Context: an optimization exercise on an open-source flow, tuned for small area. The choices shown serve that exercise and are no tape-out recipe. In this exercise RTL edits were held to simulation tests only and were not proved equivalent to the original. Power is estimated from default activity; no workload was simulated.

===== flow/config.mk =====
export PLATFORM = sky130hd
export DESIGN_NAME = script_lexer
export DESIGN_NICKNAME = script_lexer
export VERILOG_FILES = /design/flow/design.v
export SDC_FILE = /design/flow/constraint.sdc
export NUM_CORES = 4
export LEC_CHECK = 0
export CAP_MARGIN = 20
export CORE_MARGIN = 2
export CORE_UTILIZATION = 40
export PLACE_DENSITY = 0.6
export SLEW_MARGIN = 20

===== flow/constraint.sdc =====
create_clock -name core_clock -period 8.0 [get_ports {clk}]
set_input_delay 1.6000 -clock core_clock [delete_from_list [all_inputs] [get_ports {clk}]]
set_output_delay 1.6000 -clock core_clock [all_outputs]
set_load 0.01 [all_outputs]

===== flow/design.v =====
  localparam POS_BITS = 16;
  localparam [POS_BITS-1:0] POS_MAX = {POS_BITS{1'b1}};
  localparam QDEPTH = 4;
  localparam QIDX = 2;
  localparam [5:0] K_IDENT  = 6'd0;
  localparam [5:0] K_BOOL   = 6'd1;
  localparam [5:0] K_INT    = 6'd2;
  localparam [5:0] K_REAL   = 6'd3;
  localparam [5:0] K_STRING = 6'd4;
  localparam [5:0] K_ERROR  = 6'd5;
  localparam [5:0] K_DOTDOT = 6'd6;
  localparam [5:0] K_SINGLE = 6'd18;
  localparam [5:0] K_END    = 6'd35;
  localparam CLS_W = 20;
  localparam OUT_W = 55;
  function [15:0] clip16;
    input [POS_BITS-1:0] x;
    begin
      clip16 = x[15:0];
    end
  endfunction
  function [POS_BITS-1:0] sat_inc;
    input [POS_BITS-1:0] x;
    begin
      sat_inc = (x == POS_MAX) ? x : x + 16'd1;
    end
  endfunction
  function [5:0] single_kind;
    input [7:0] c;
    begin
      case (c)
        "+": single_kind = K_SINGLE + 6'd0;
        "-": single_kind = K_SINGLE + 6'd1;
        "*": single_kind = K_SINGLE + 6'd2;
        "/": single_kind = K_SINGLE + 6'd3;
        "&": single_kind = K_SINGLE + 6'd4;
        "|": single_kind = K_SINGLE + 6'd5;
        "^": single_kind = K_SINGLE + 6'd6;
        "~": single_kind = K_SINGLE + 6'd7;
        "!": single_kind = K_SINGLE + 6'd8;
        "<": single_kind = K_SINGLE + 6'd9;
        ">": single_kind = K_SINGLE + 6'd10;
        "=": single_kind = K_SINGLE + 6'd11;
        "?": single_kind = K_SINGLE + 6'd12;
        ":": single_kind = K_SINGLE + 6'd13;
        "(": single_kind = K_SINGLE + 6'd14;
        ")": single_kind = K_SINGLE + 6'd15;
        ";": single_kind = K_SINGLE + 6'd16;
        default: single_kind = K_ERROR;
      endcase
    end
  endfunction
  function [5:0] pair_kind;
    input [7:0] a;
    input [7:0] b;
    begin
      pair_kind = K_ERROR;
      if (a == "." && b == ".") pair_kind = K_DOTDOT;
      else if (a == "&" && b == "&") pair_kind = K_DOTDOT + 6'd1;
      else if (a == "|" && b == "|") pair_kind = K_DOTDOT + 6'd2;
      else if (b == "=") begin
        case (a)
          "=": pair_kind = K_DOTDOT + 6'd3;
          "!": pair_kind = K_DOTDOT + 6'd4;
          "<": pair_kind = K_DOTDOT + 6'd5;
          ">": pair_kind = K_DOTDOT + 6'd6;
          ":": pair_kind = K_DOTDOT + 6'd7;
          "+": pair_kind = K_DOTDOT + 6'd8;
          "-": pair_kind = K_DOTDOT + 6'd9;
          "*": pair_kind = K_DOTDOT + 6'd10;
          "/": pair_kind = K_DOTDOT + 6'd11;
          default: pair_kind = K_ERROR;
        endcase
      end
    end
  endfunction
  function [7:0] kw_next;
    input [3:0] m;
    begin
      case (m)
        4'd1: kw_next = "r";
        4'd2: kw_next = "u";
        4'd3: kw_next = "e";
        4'd5: kw_next = "a";
        4'd6: kw_next = "l";
        4'd7: kw_next = "s";
        4'd8: kw_next = "e";
        default: kw_next = 8'd0;
      endcase
    end
  endfunction
  function [OUT_W-1:0] mk;
    input [5:0]          k;
    input [POS_BITS-1:0] s;
    input [POS_BITS-1:0] o;
    input [POS_BITS-1:0] l;
    input                f;
    begin
      mk = {k, clip16(s), clip16(o), clip16(l), f};
    end
  endfunction
module sl_front (
  input  logic        clk,
  input  logic        rst_n,
  input  logic        in_valid,
  output logic        in_stall,
  input  logic [8:0]  in_data,
  output logic        q_valid,
  input  logic        q_pop,
  output logic [19:0] q_data
);
  localparam POS_BITS = 16;
  localparam [POS_BITS-1:0] POS_MAX = {POS_BITS{1'b1}};
  localparam QDEPTH = 4;
  localparam QIDX = 2;
  localparam [5:0] K_IDENT  = 6'd0;
  localparam [5:0] K_BOOL   = 6'd1;
  localparam [5:0] K_INT    = 6'd2;
  localparam [5:0] K_REAL   = 6'd3;
  localparam [5:0] K_STRING = 6'd4;
  localparam [5:0] K_ERROR  = 6'd5;
  localparam [5:0] K_DOTDOT = 6'd6;
  localparam [5:0] K_SINGLE = 6'd18;
  localparam [5:0] K_END    = 6'd35;
  localparam CLS_W = 20;
  localparam OUT_W = 55;
  function [15:0] clip16;
    input [POS_BITS-1:0] x;
    begin
      clip16 = x[15:0];
    end
  endfunction
  function [POS_BITS-1:0] sat_inc;
    input [POS_BITS-1:0] x;
    begin
      sat_inc = (x == POS_MAX) ? x : x + 16'd1;
    end
  endfunction
  function [5:0] single_kind;
    input [7:0] c;
    begin
      case (c)
        "+": single_kind = K_SINGLE + 6'd0;
        "-": single_kind = K_SINGLE + 6'd1;
        "*": single_kind = K_SINGLE + 6'd2;
        "/": single_kind = K_SINGLE + 6'd3;
        "&": single_kind = K_SINGLE + 6'd4;
        "|": single_kind = K_SINGLE + 6'd5;
        "^": single_kind = K_SINGLE + 6'd6;
        "~": single_kind = K_SINGLE + 6'd7;
        "!": single_kind = K_SINGLE + 6'd8;
        "<": single_kind = K_SINGLE + 6'd9;
        ">": single_kind = K_SINGLE + 6'd10;
        "=": single_kind = K_SINGLE + 6'd11;
        "?": single_kind = K_SINGLE + 6'd12;
        ":": single_kind = K_SINGLE + 6'd13;
        "(": single_kind = K_SINGLE + 6'd14;
        ")": single_kind = K_SINGLE + 6'd15;
        ";": single_kind = K_SINGLE + 6'd16;
        default: single_kind = K_ERROR;
      endcase
    end
  endfunction
  function [5:0] pair_kind;
    input [7:0] a;
    input [7:0] b;
    begin
      pair_kind = K_ERROR;
      if (a == "." && b == ".") pair_kind = K_DOTDOT;
      else if (a == "&" && b == "&") pair_kind = K_DOTDOT + 6'd1;
      else if (a == "|" && b == "|") pair_kind = K_DOTDOT + 6'd2;
      else if (b == "=") begin
        case (a)
          "=": pair_kind = K_DOTDOT + 6'd3;
          "!": pair_kind = K_DOTDOT + 6'd4;
          "<": pair_kind = K_DOTDOT + 6'd5;
          ">": pair_kind = K_DOTDOT + 6'd6;
          ":": pair_kind = K_DOTDOT + 6'd7;
          "+": pair_kind = K_DOTDOT + 6'd8;
          "-": pair_kind = K_DOTDOT + 6'd9;
          "*": pair_kind = K_DOTDOT + 6'd10;
          "/": pair_kind = K_DOTDOT + 6'd11;
          default: pair_kind = K_ERROR;
        endcase
      end
    end
  endfunction
  function [7:0] kw_next;
    input [3:0] m;
    begin
      case (m)
        4'd1: kw_next = "r";
        4'd2: kw_next = "u";
        4'd3: kw_next = "e";
        4'd5: kw_next = "a";
        4'd6: kw_next = "l";
        4'd7: kw_next = "s";
        4'd8: kw_next = "e";
        default: kw_next = 8'd0;
      endcase
    end
  endfunction
  function [OUT_W-1:0] mk;
    input [5:0]          k;
    input [POS_BITS-1:0] s;
    input [POS_BITS-1:0] o;
    input [POS_BITS-1:0] l;
    input                f;
    begin
      mk = {k, clip16(s), clip16(o), clip16(l), f};
    end
  endfunction
  logic [CLS_W-1:0] mem_r [0:QDEPTH-1];
  logic [QIDX-1:0]  wp_r, rp_r;
  logic [QIDX:0]    cnt_r;
  logic [CLS_W-1:0] cls;
  logic             push;
  logic [7:0]       c;
  logic             c_alpha, c_digit, c_hex, c_space, c_opens;
  always_comb begin
    c       = in_data[8:1];
    c_alpha = (c >= "a" && c <= "z") || (c >= "A" && c <= "Z");
    c_digit = (c >= "0" && c <= "9");
    c_hex   = c_digit || (c >= "a" && c <= "f") || (c >= "A" && c <= "F");
    c_space = (c == " ") || (c == 8'h09) || (c == 8'h0A) || (c == 8'h0D);
    c_opens = (c == ".") || (c == "&") || (c == "|") || (c == "=") ||
              (c == "!") || (c == "<") || (c == ">") || (c == ":") ||
              (c == "+") || (c == "-") || (c == "*") || (c == "/");
    cls     = {c, in_data[0], c_alpha, c_digit, c_hex, c_space, c_opens, single_kind(c)};
  end
  assign in_stall = (cnt_r == 3'd4);
  assign push     = in_valid && !in_stall;
  assign q_valid  = (cnt_r != 3'd0);
  assign q_data   = mem_r[rp_r];
  always_ff @(posedge clk) begin
    if (push) mem_r[wp_r] <= cls;
  end
  always_ff @(posedge clk) begin
    if (!rst_n) begin
      wp_r  <= 2'd0;
      rp_r  <= 2'd0;
      cnt_r <= 3'd0;
    end else begin
      if (push) wp_r <= wp_r + 2'd1;
      if (q_pop) rp_r <= rp_r + 2'd1;
      cnt_r <= cnt_r + {2'b00, push} - {2'b00, q_pop};
    end
  end
endmodule
module sl_back (
  input  logic              clk,
  input  logic              rst_n,
  input  logic              q_valid,
  output logic              q_pop,
  input  logic [19:0]       q_data,
  output logic              out_valid,
  input  logic              out_stall,
  output logic [54:0]       out_data
);
  localparam POS_BITS = 16;
  localparam [POS_BITS-1:0] POS_MAX = {POS_BITS{1'b1}};
  localparam QDEPTH = 4;
  localparam QIDX = 2;
  localparam [5:0] K_IDENT  = 6'd0;
  localparam [5:0] K_BOOL   = 6'd1;
  localparam [5:0] K_INT    = 6'd2;
  localparam [5:0] K_REAL   = 6'd3;
  localparam [5:0] K_STRING = 6'd4;
  localparam [5:0] K_ERROR  = 6'd5;
  localparam [5:0] K_DOTDOT = 6'd6;
  localparam [5:0] K_SINGLE = 6'd18;
  localparam [5:0] K_END    = 6'd35;
  localparam CLS_W = 20;
  localparam OUT_W = 55;
  function [15:0] clip16;
    input [POS_BITS-1:0] x;
    begin
      clip16 = x[15:0];
    end
  endfunction
  function [POS_BITS-1:0] sat_inc;
    input [POS_BITS-1:0] x;
    begin
      sat_inc = (x == POS_MAX) ? x : x + 16'd1;
    end
  endfunction
  function [5:0] single_kind;
    input [7:0] c;
    begin
      case (c)
        "+": single_kind = K_SINGLE + 6'd0;
        "-": single_kind = K_SINGLE + 6'd1;
        "*": single_kind = K_SINGLE + 6'd2;
        "/": single_kind = K_SINGLE + 6'd3;
        "&": single_kind = K_SINGLE + 6'd4;
        "|": single_kind = K_SINGLE + 6'd5;
        "^": single_kind = K_SINGLE + 6'd6;
        "~": single_kind = K_SINGLE + 6'd7;
        "!": single_kind = K_SINGLE + 6'd8;
        "<": single_kind = K_SINGLE + 6'd9;
        ">": single_kind = K_SINGLE + 6'd10;
        "=": single_kind = K_SINGLE + 6'd11;
        "?": single_kind = K_SINGLE + 6'd12;
        ":": single_kind = K_SINGLE + 6'd13;
        "(": single_kind = K_SINGLE + 6'd14;
        ")": single_kind = K_SINGLE + 6'd15;
        ";": single_kind = K_SINGLE + 6'd16;
        default: single_kind = K_ERROR;
      endcase
    end
  endfunction
  function [5:0] pair_kind;
    input [7:0] a;
    input [7:0] b;
    begin
      pair_kind = K_ERROR;
      if (a == "." && b == ".") pair_kind = K_DOTDOT;
      else if (a == "&" && b == "&") pair_kind = K_DOTDOT + 6'd1;
      else if (a == "|" && b == "|") pair_kind = K_DOTDOT + 6'd2;
      else if (b == "=") begin
        case (a)
          "=": pair_kind = K_DOTDOT + 6'd3;
          "!": pair_kind = K_DOTDOT + 6'd4;
          "<": pair_kind = K_DOTDOT + 6'd5;
          ">": pair_kind = K_DOTDOT + 6'd6;
          ":": pair_kind = K_DOTDOT + 6'd7;
          "+": pair_kind = K_DOTDOT + 6'd8;
          "-": pair_kind = K_DOTDOT + 6'd9;
          "*": pair_kind = K_DOTDOT + 6'd10;
          "/": pair_kind = K_DOTDOT + 6'd11;
          default: pair_kind = K_ERROR;
        endcase
      end
    end
  endfunction
  function [7:0] kw_next;
    input [3:0] m;
    begin
      case (m)
        4'd1: kw_next = "r";
        4'd2: kw_next = "u";
        4'd3: kw_next = "e";
        4'd5: kw_next = "a";
        4'd6: kw_next = "l";
        4'd7: kw_next = "s";
        4'd8: kw_next = "e";
        default: kw_next = 8'd0;
      endcase
    end
  endfunction
  function [OUT_W-1:0] mk;
    input [5:0]          k;
    input [POS_BITS-1:0] s;
    input [POS_BITS-1:0] o;
    input [POS_BITS-1:0] l;
    input                f;
    begin
      mk = {k, clip16(s), clip16(o), clip16(l), f};
    end
  endfunction
  localparam [14:0] M_IDLE     = 15'b000000000000001;
  localparam [14:0] M_IDENT    = 15'b000000000000010;
  localparam [14:0] M_STRING   = 15'b000000000000100;
  localparam [14:0] M_ZERO     = 15'b000000000001000;
  localparam [14:0] M_DEC_INT  = 15'b000000000010000;
  localparam [14:0] M_DEC_DOT  = 15'b000000000100000;
  localparam [14:0] M_FRAC     = 15'b000000001000000;
  localparam [14:0] M_EXP_E    = 15'b000000010000000;
  localparam [14:0] M_EXP_SIGN = 15'b000000100000000;
  localparam [14:0] M_EXP_DIG  = 15'b000001000000000;
  localparam [14:0] M_GARBAGE  = 15'b000010000000000;
  localparam [14:0] M_TRAIL    = 15'b000100000000000;
  localparam [14:0] M_HEX_X    = 15'b001000000000000;
  localparam [14:0] M_HEX_DIG  = 15'b010000000000000;
  localparam [14:0] M_OP       = 15'b100000000000000;
  logic [14:0]          mode_r, mode_nxt;
  logic [POS_BITS-1:0]  pos_r, pos_nxt;
  logic [POS_BITS-1:0]  beg_r, beg_nxt;
  logic [POS_BITS-1:0]  len_r, len_nxt;
  logic [POS_BITS-1:0]  dot_r, dot_nxt;
  logic [7:0]           held_r, held_nxt;
  logic [3:0]           kw_r, kw_nxt;
  logic [54:0]          buf0_r, buf1_r;
  logic [1:0]           bcnt_r;
  logic [54:0]          e0, e1;
  logic [1:0]           n;
  logic                 take;
  logic                 pop_out;
  logic [7:0]           c;
  logic                 ident_ch, ident_st;
  logic [5:0]           pk;
  assign pop_out   = out_valid && !out_stall;
  assign out_valid = (bcnt_r != 2'd0);
  assign out_data  = buf0_r;
  assign take  = q_valid && ((bcnt_r == 2'd0) || (bcnt_r == 2'd1 && pop_out));
  assign q_pop = take;
  logic       do_flush, do_idle, tail, tail_exp;
  logic [5:0] tail_kind;
  logic [14:0] fm;
  always_comb begin
    mode_nxt = mode_r;
    pos_nxt  = sat_inc(pos_r);
    beg_nxt  = beg_r;
    len_nxt  = len_r;
    dot_nxt  = dot_r;
    held_nxt = held_r;
    kw_nxt   = kw_r;
    e0 = 55'd0;
    e1 = 55'd0;
    n  = 2'd0;
    do_flush = 1'b0;
    do_idle  = 1'b0;
    tail     = 1'b0;
    tail_exp = 1'b0;
    tail_kind = K_INT;
    fm = mode_r;
    c = q_data[19:12];
    ident_ch = q_data[10] || q_data[9] || (c == "_");
    ident_st = q_data[10] || (c == "_") || (c == "@");
    pk = pair_kind(held_r, c);
    if (q_data[11]) begin
      do_flush = 1'b1;
    end else begin
      case (mode_r)
        M_IDENT: begin
          if (ident_ch) begin
            if (kw_r < 4'd10 && kw_next(kw_r) != 8'd0 && c == kw_next(kw_r))
              kw_nxt = kw_r + 4'd1;
            else
              kw_nxt = 4'd15;
            len_nxt = sat_inc(len_r);
          end else begin
            do_flush = 1'b1;
            do_idle  = 1'b1;
          end
        end
        M_STRING: begin
          if (c == "'") begin
            e0 = mk(K_STRING, beg_r, sat_inc(beg_r), len_r - 16'd1, 1'b0);
            n = 2'd1;
            mode_nxt = M_IDLE;
          end else begin
            len_nxt = sat_inc(len_r);
          end
        end
        M_ZERO, M_DEC_INT: begin
          if (mode_r == M_ZERO && (c == "x" || c == "X")) begin
            mode_nxt = M_HEX_X;
            len_nxt = sat_inc(len_r);
          end else if (q_data[9]) begin
            mode_nxt = M_DEC_INT;
            len_nxt = sat_inc(len_r);
          end else if (c == ".") begin
            dot_nxt = pos_r;
            mode_nxt = M_DEC_DOT;
            len_nxt = sat_inc(len_r);
          end else begin
            tail = 1'b1;
            tail_exp = 1'b1;
            tail_kind = K_INT;
          end
        end
        M_DEC_DOT: begin
          if (c == ".") begin
            e0 = mk(K_INT, beg_r, beg_r, len_r - 16'd1, 1'b0);
            e1 = mk(K_DOTDOT, dot_r, dot_r, 16'd2, 1'b0);
            n = 2'd2;
            mode_nxt = M_IDLE;
          end else if (q_data[9]) begin
            mode_nxt = M_FRAC;
            len_nxt = sat_inc(len_r);
          end else if (ident_ch) begin
            mode_nxt = M_GARBAGE;
            len_nxt = sat_inc(len_r);
          end else begin
            do_flush = 1'b1;
            do_idle  = 1'b1;
          end
        end
        M_FRAC: begin
          if (q_data[9]) begin
            len_nxt = sat_inc(len_r);
          end else begin
            tail = 1'b1;
            tail_exp = 1'b1;
            tail_kind = K_REAL;
          end
        end
        M_EXP_E, M_EXP_SIGN: begin
          if (mode_r == M_EXP_E && (c == "+" || c == "-")) begin
            mode_nxt = M_EXP_SIGN;
            len_nxt = sat_inc(len_r);
          end else if (q_data[9]) begin
            mode_nxt = M_EXP_DIG;
            len_nxt = sat_inc(len_r);
          end else begin
            do_flush = 1'b1;
            do_idle  = 1'b1;
          end
        end
        M_EXP_DIG: begin
          if (q_data[9]) begin
            len_nxt = sat_inc(len_r);
          end else begin
            tail = 1'b1;
            tail_kind = K_REAL;
          end
        end
        M_TRAIL, M_GARBAGE: begin
          if (ident_ch || (mode_r == M_GARBAGE && c == ".")) begin
            len_nxt = sat_inc(len_r);
          end else begin
            do_flush = 1'b1;
            do_idle  = 1'b1;
          end
        end
        M_HEX_X, M_HEX_DIG: begin
          if (q_data[8]) begin
            mode_nxt = M_HEX_DIG;
            len_nxt = sat_inc(len_r);
          end else if (c == "." || ident_ch) begin
            mode_nxt = M_GARBAGE;
            len_nxt = sat_inc(len_r);
          end else begin
            do_flush = 1'b1;
            do_idle  = 1'b1;
          end
        end
        M_OP: begin
          if (pk != K_ERROR) begin
            e0 = mk(pk, beg_r, beg_r, 16'd2, 1'b0);
            n = 2'd1;
            mode_nxt = M_IDLE;
          end else begin
            do_flush = 1'b1;
            do_idle  = 1'b1;
          end
        end
        default: begin
          do_idle = 1'b1;
        end
      endcase
    end
    if (tail) begin
      if (tail_exp && (c == "e" || c == "E")) begin
        mode_nxt = M_EXP_E;
        len_nxt = sat_inc(len_r);
      end else if (c == "@") begin
        e0 = mk(K_ERROR, beg_r, beg_r, len_r, 1'b0);
        n = 2'd1;
        mode_nxt = M_IDLE;
        do_idle = 1'b1;
      end else if (ident_st) begin
        mode_nxt = M_TRAIL;
        len_nxt = sat_inc(len_r);
      end else begin
        e0 = mk(tail_kind, beg_r, beg_r, len_r, 1'b0);
        n = 2'd1;
        mode_nxt = M_IDLE;
        do_idle = 1'b1;
      end
    end
    if (do_flush) begin
      n = 2'd1;
      mode_nxt = M_IDLE;
      case (fm)
        M_IDENT:
          e0 = mk((kw_r == 4'd4 || kw_r == 4'd9) ? K_BOOL : K_IDENT,
                  beg_r, beg_r, len_r, 1'b0);
        M_ZERO, M_DEC_INT:
          e0 = mk(K_INT, beg_r, beg_r, len_r, 1'b0);
        M_HEX_DIG:
          e0 = mk(K_INT, beg_r, beg_r, len_r, 1'b0);
        M_FRAC, M_EXP_DIG:
          e0 = mk(K_REAL, beg_r, beg_r, len_r, 1'b0);
        M_OP:
          e0 = mk(single_kind(held_r), beg_r, beg_r, 16'd1, 1'b0);
        M_IDLE:
          n = 2'd0;
        default:
          e0 = mk(K_ERROR, beg_r, beg_r, len_r, 1'b0);
      endcase
    end
    if (q_data[11]) begin
      if (n == 2'd0) e0 = mk(K_END, pos_r, pos_r, 16'd0, 1'b1);
      else e1 = mk(K_END, pos_r, pos_r, 16'd0, 1'b1);
      n = n + 2'd1;
      mode_nxt = M_IDLE;
      pos_nxt  = 16'd0;
      beg_nxt  = 16'd0;
      len_nxt  = 16'd0;
      dot_nxt  = 16'd0;
      held_nxt = 8'd0;
      kw_nxt   = 4'd0;
    end else if (do_idle) begin
      mode_nxt = M_IDLE;
      if (q_data[7]) begin
        mode_nxt = M_IDLE;
      end else if (c == "'") begin
        mode_nxt = M_STRING;
        beg_nxt = pos_r;
        len_nxt = 16'd1;
      end else if (q_data[9]) begin
        mode_nxt = (c == "0") ? M_ZERO : M_DEC_INT;
        beg_nxt = pos_r;
        len_nxt = 16'd1;
      end else if (ident_st) begin
        mode_nxt = M_IDENT;
        beg_nxt = pos_r;
        len_nxt = 16'd1;
        kw_nxt = (c == "t") ? 4'd1 : (c == "f") ? 4'd5 : 4'd15;
      end else if (q_data[6]) begin
        mode_nxt = M_OP;
        beg_nxt = pos_r;
        len_nxt = 16'd1;
        held_nxt = c;
      end else begin
        if (n == 2'd0) e0 = mk(q_data[5:0], pos_r, pos_r, 16'd1, 1'b0);
        else e1 = mk(q_data[5:0], pos_r, pos_r, 16'd1, 1'b0);
        n = n + 2'd1;
      end
    end
  end
  always_ff @(posedge clk) begin
    if (!rst_n) begin
      mode_r <= M_IDLE;
      pos_r  <= 16'd0;
      beg_r  <= 16'd0;
      len_r  <= 16'd0;
      dot_r  <= 16'd0;
      held_r <= 8'd0;
      kw_r   <= 4'd0;
    end else if (take) begin
      mode_r <= mode_nxt;
      pos_r  <= pos_nxt;
      beg_r  <= beg_nxt;
      len_r  <= len_nxt;
      dot_r  <= dot_nxt;
      held_r <= held_nxt;
      kw_r   <= kw_nxt;
    end
  end
  always_ff @(posedge clk) begin
    if (!rst_n) begin
      bcnt_r <= 2'd0;
    end else begin
      bcnt_r <= bcnt_r - {1'b0, pop_out} + (take ? n : 2'd0);
    end
  end
  always_ff @(posedge clk) begin
    if (take) begin
      if (bcnt_r == 2'd0 || pop_out) begin
        if (n != 2'd0) buf0_r <= e0;
        buf1_r <= e1;
      end
    end else if (pop_out) begin
      buf0_r <= buf1_r;
    end
  end
endmodule
module script_lexer (
  input  logic        clk,
  input  logic        rst_n,
  input  logic        in_valid,
  output logic        in_stall,
  input  logic [8:0]  in_data,    
  output logic        out_valid,
  input  logic        out_stall,
  output logic [54:0] out_data    
);
  logic        q_valid, q_pop;
  logic [19:0] q_data;
  sl_front u_front (
    .clk(clk), .rst_n(rst_n),
    .in_valid(in_valid), .in_stall(in_stall), .in_data(in_data),
    .q_valid(q_valid), .q_pop(q_pop), .q_data(q_data)
  );
  sl_back u_back (
    .clk(clk), .rst_n(rst_n),
    .q_valid(q_valid), .q_pop(q_pop), .q_data(q_data),
    .out_valid(out_valid), .out_stall(out_stall), .out_data(out_data)
  );
endmodule

===== flow/run.sh =====
#!/bin/bash
# synth_recipe.tcl (not shown) runs the flow's synth.tcl, then flattens the netlist and writes it again
# the make line also repeats each setting of config.mk as NAME=value (left out here)
make -C /OpenROAD-flow-scripts/flow DESIGN_CONFIG=/design/flow/config.mk WORK_HOME=/design/flow/orfs CLKGATE_MAP_FILE= SYNTH_SCRIPT=/design/flow/synth_recipe.tcl finish

==> qor.txt <==
post-route setup TNS: 0 ns
First-pass DRT Iterations: 5
antenna cells: 0
LEAKAGE: 5.424 nW
htree depth: 1
first-pass GRT wire length: 67490 um
DRC Markers: 0
Hold Path Class: reg -> reg
chip width: 195.6 um
drt total wl: 43490 um
mean post-synth cell area: 9.427 sq um
skew final: 0.01577 ns
Die Y: 195.6 um
vias: 12556
Yosys cell types: 88
clock tree root driver cell: clkbuf_16
commonest cells in the synthesized netlist: edfxtp_1 (160), nand2_1 (138), nor2_1 (133), dfxtp_1 (102), a21oi_1 (93)
# rows: 70
PortBufs: 69
Arr. time, crit path: 6.27 ns
Post-synth ARST share: 0%
initial DRC count: 1194
CTS sink cnt: 262
Clk Latency, worst-skew pair: 0.58 ns
crit path kind: reg -> reg
layout cell share with drive strength beyond 1: 8.465%
CTS Buf Count: 29
FF/Latch Area: 6847 sq um
GRT overflow: 0
Mapped Cells: 1557
clk buf depth: 3
RSZ-0062 raised after global routing: false
status: complete, no violations
drt wl/cell: 21.20 um
top_reg_cell synth: edfxtp_1
initial antenna violation count: 0
CP most frequent cell: buf_4
Synth area leaders: edfxtp_1 (33%), dfxtp_1 (14%), nand2_1 (3.5%)
full die area: 38240 sq um
vias per cell: 6.122
Area Growth Syn to Fin: 13.34%
Syn. warnings: 2
cts hold-fix bufs: 0
Post-CTS Setup Inserts: 0
final setup fails: 0
Syn Nets: 1588
final hold violations: 0
crit path time final: 5.951 ns
Max Cap Viol: 0
Post-synth EDFFs: 160
Critical Path Fanout Max: 25
Starting Density: 40.38%
biggest cell delay along the critical path: 0.75 ns
nets: 1591
Final Slew Violations: 0
leading area contributor after synthesis: edfxtp_1
synthesized cell area: 14680 sq um
Resize count post-CTS: 0
vias in the first global route: 11762
area of the multi-input gates: 7261 sq um
Worst setup SP type: flip-flop
Cell Pwr Density: 344.1 nW/um^2
worst path cell trace: buf_4 -> mux4_2 -> and4_1 -> a211oi_1 -> o21a_1 -> or3_1 -> mux2i_1 -> ha_1 -> o211a_1 -> buf_4 -> nor2_4 -> a221oi_1 -> nor2_1
CP required: 8.32 ns
Placer Congestion: 0.9434
top-area cell type share of the netlist area: 32.73%
Peak supply drop: 0.2102 mV
clock transition at the registers of the reported paths: 0.06 ns
gr usage total: 22.35%
Routed Antenna Nets: 0
largest net degree at the start of global routing: 57
Core ar.: 36350 sq um
maximum clock rate: 0.1680 GHz
CP endpoint kind: flip-flop
worst slew margin relative to its limit: 30.44%
synthesized flop and latch total: 262
fill count: 3415
CP max-delay cell: mux4_2
I/O pins: 70
Slew @ Worst Pin: 1.043 ns
CTS tree: built
post-synthesis sequential area ratio: 46.65%
cell with the most instances after synthesis: edfxtp_1
post-layout total power: 5.725 mW
Period Utilization, post-route: 74.38%
DP HPWL: 30300 um
## critical path: cells and delay by family (launching register included)
family	cells	cell delay (ns)
AO/OA/AOI/OAI	4	1.70
multiplexers	2	1.14
AND/OR/NAND/NOR	4	1.08
buffers and inverters	2	0.78
flip-flops	1	0.59
adder cells (fa/ha/maj)	1	0.38
## placed cells by master, fill, tap and decap left out, drive strengths merged, types with 24 or more instances in the layout
cell type / Yosys / layout
a31oi: 26 / 26
nor2b: 34 / 34
nand2: 140 / 140
clkbuf: 85 / 35
nand2b: 24 / 24
o21ai: 98 / 98
inv: 26 / 27
a22oi: 25 / 25
a21boi: 33 / 33
clkdlybuf4s50: 0 / 68
dfxtp: 102 / 102
or3: 24 / 24
nand3: 74 / 74
a21oi: 94 / 94
nor2: 134 / 134
nor3: 55 / 55
and3: 26 / 26
nand4: 26 / 26
edfxtp: 160 / 160
## cell type report
class | count | area share (%)
clock inverter | 19 | 1.369
inverter | 27 | 0.6092
sequential | 262 | 41.16
clock buffer | 35 | 4.678
tap | 468 | 3.520
multi-input combinational | 1151 | 43.64
timing repair buffer | 89 | 5.024
## registers in the layout, summed over array words and instances, names as in the netlist, named ones only
| name | count |
|---|---|
| u_back.buf1_r | 25 |
| u_back.mode_r | 15 |
| u_back.beg_r | 16 |
| u_front.mem_r | 80 |
| u_back.held_r | 8 |
| u_front.rp_r | 2 |
| u_front.wp_r | 2 |
| u_back.pos_r | 16 |
| u_front.cnt_r | 3 |
| u_back.buf0_r | 55 |
| u_back.kw_r | 4 |
| u_back.bcnt_r | 2 |
| u_back.dot_r | 16 |
| u_back.len_r | 16 |
## where the power goes
group	leakage, nW	total [mW]	switching [mW]	internal, mW
clock network	0.491	1.40	0.572	0.827
registers	2.36	2.06	0.174	1.89
logic	2.57	2.26	1.50	0.764
total	5.42	5.72	2.25	3.48
## logic make-up after synthesis
family,share of synthesized area [%]
adder cells (fa/ha/maj),1.586
buffers and inverters,3.989
multiplexers,3.819
XOR/XNOR,1.909
flip-flops,46.65
AND/OR/NAND/NOR,23.08
AO/OA/AOI/OAI,18.98
## worst paths after layout
path	from	to	slack, ns	cells past startpoint
setup / recovery	flip-flop	u_back.buf0_r[38]	2.05	13
hold / removal	u_back.buf1_r[1]	u_back.buf0_r[1]	0.53	2
setup reg to reg	flip-flop	u_back.buf0_r[38]	2.05	13
hold reg to reg	u_back.buf1_r[1]	u_back.buf0_r[1]	0.53	2
## per-stage QoR
| stage | hold slack, ns | utilization (%) | worst slack [ns] | instances | cell area [sq um] |
|---|---|---|---|---|---|
| 2_1_floorplan | 0.4525 | - | 2.662 | 1557 | 14680 |
| 3_3_place_gp | 0.5066 | 42.97 | 2.262 | 1997 | 15620 |
| 3_5_place_dp | 0.5139 | 42.97 | 2.131 | 1997 | 15620 |
| 4_1_cts | 0.5217 | 45.74 | 2.097 | 2051 | 16630 |
| 5_1_grt | 0.5454 | 45.77 | 1.512 | 2051 | 16640 |
| 6_report | 0.5276 | 45.77 | 2.049 | 2051 | 16640 |
## per-layer routing
metal  part of all wire, %  vias to the layer above  track usage (%)  routed length, um
met3                   7.2                       85            3.195               3132
met1                    45                     6144            32.36              19750
met4                   3.0                        0            7.379               1326
li1                      -                     5854                -                  -
met2                    44                      473            34.40              19280
met5                     0                        -                0                  0

port drivers added, routing unchanged:
Ports are ideal in the flow. The routed layout listed here was re-timed in OpenROAD.
Step 1 assumes that a clkbuf_16 drives the clock port and a buf_2 every other input.
Step 2, shift: input delay + t, output delay - t, t = (earliest + latest rising clock arrival at the registers) / 2. This alone moves slack from input paths to output paths.
Slacks: no drivers / after step 1 / after step 2; pairs: no drivers / after step 1.
t, ns: 0.624
slack for setup (ns): 2.049 / 2.049 / 2.049
worst register clock-pin slew, ns: 0.06 / 0.06
After both steps this run still meets setup and hold. For this run, drivers alone change the setup slack by 0.000 ns; drivers and shift together by 0.000 ns.
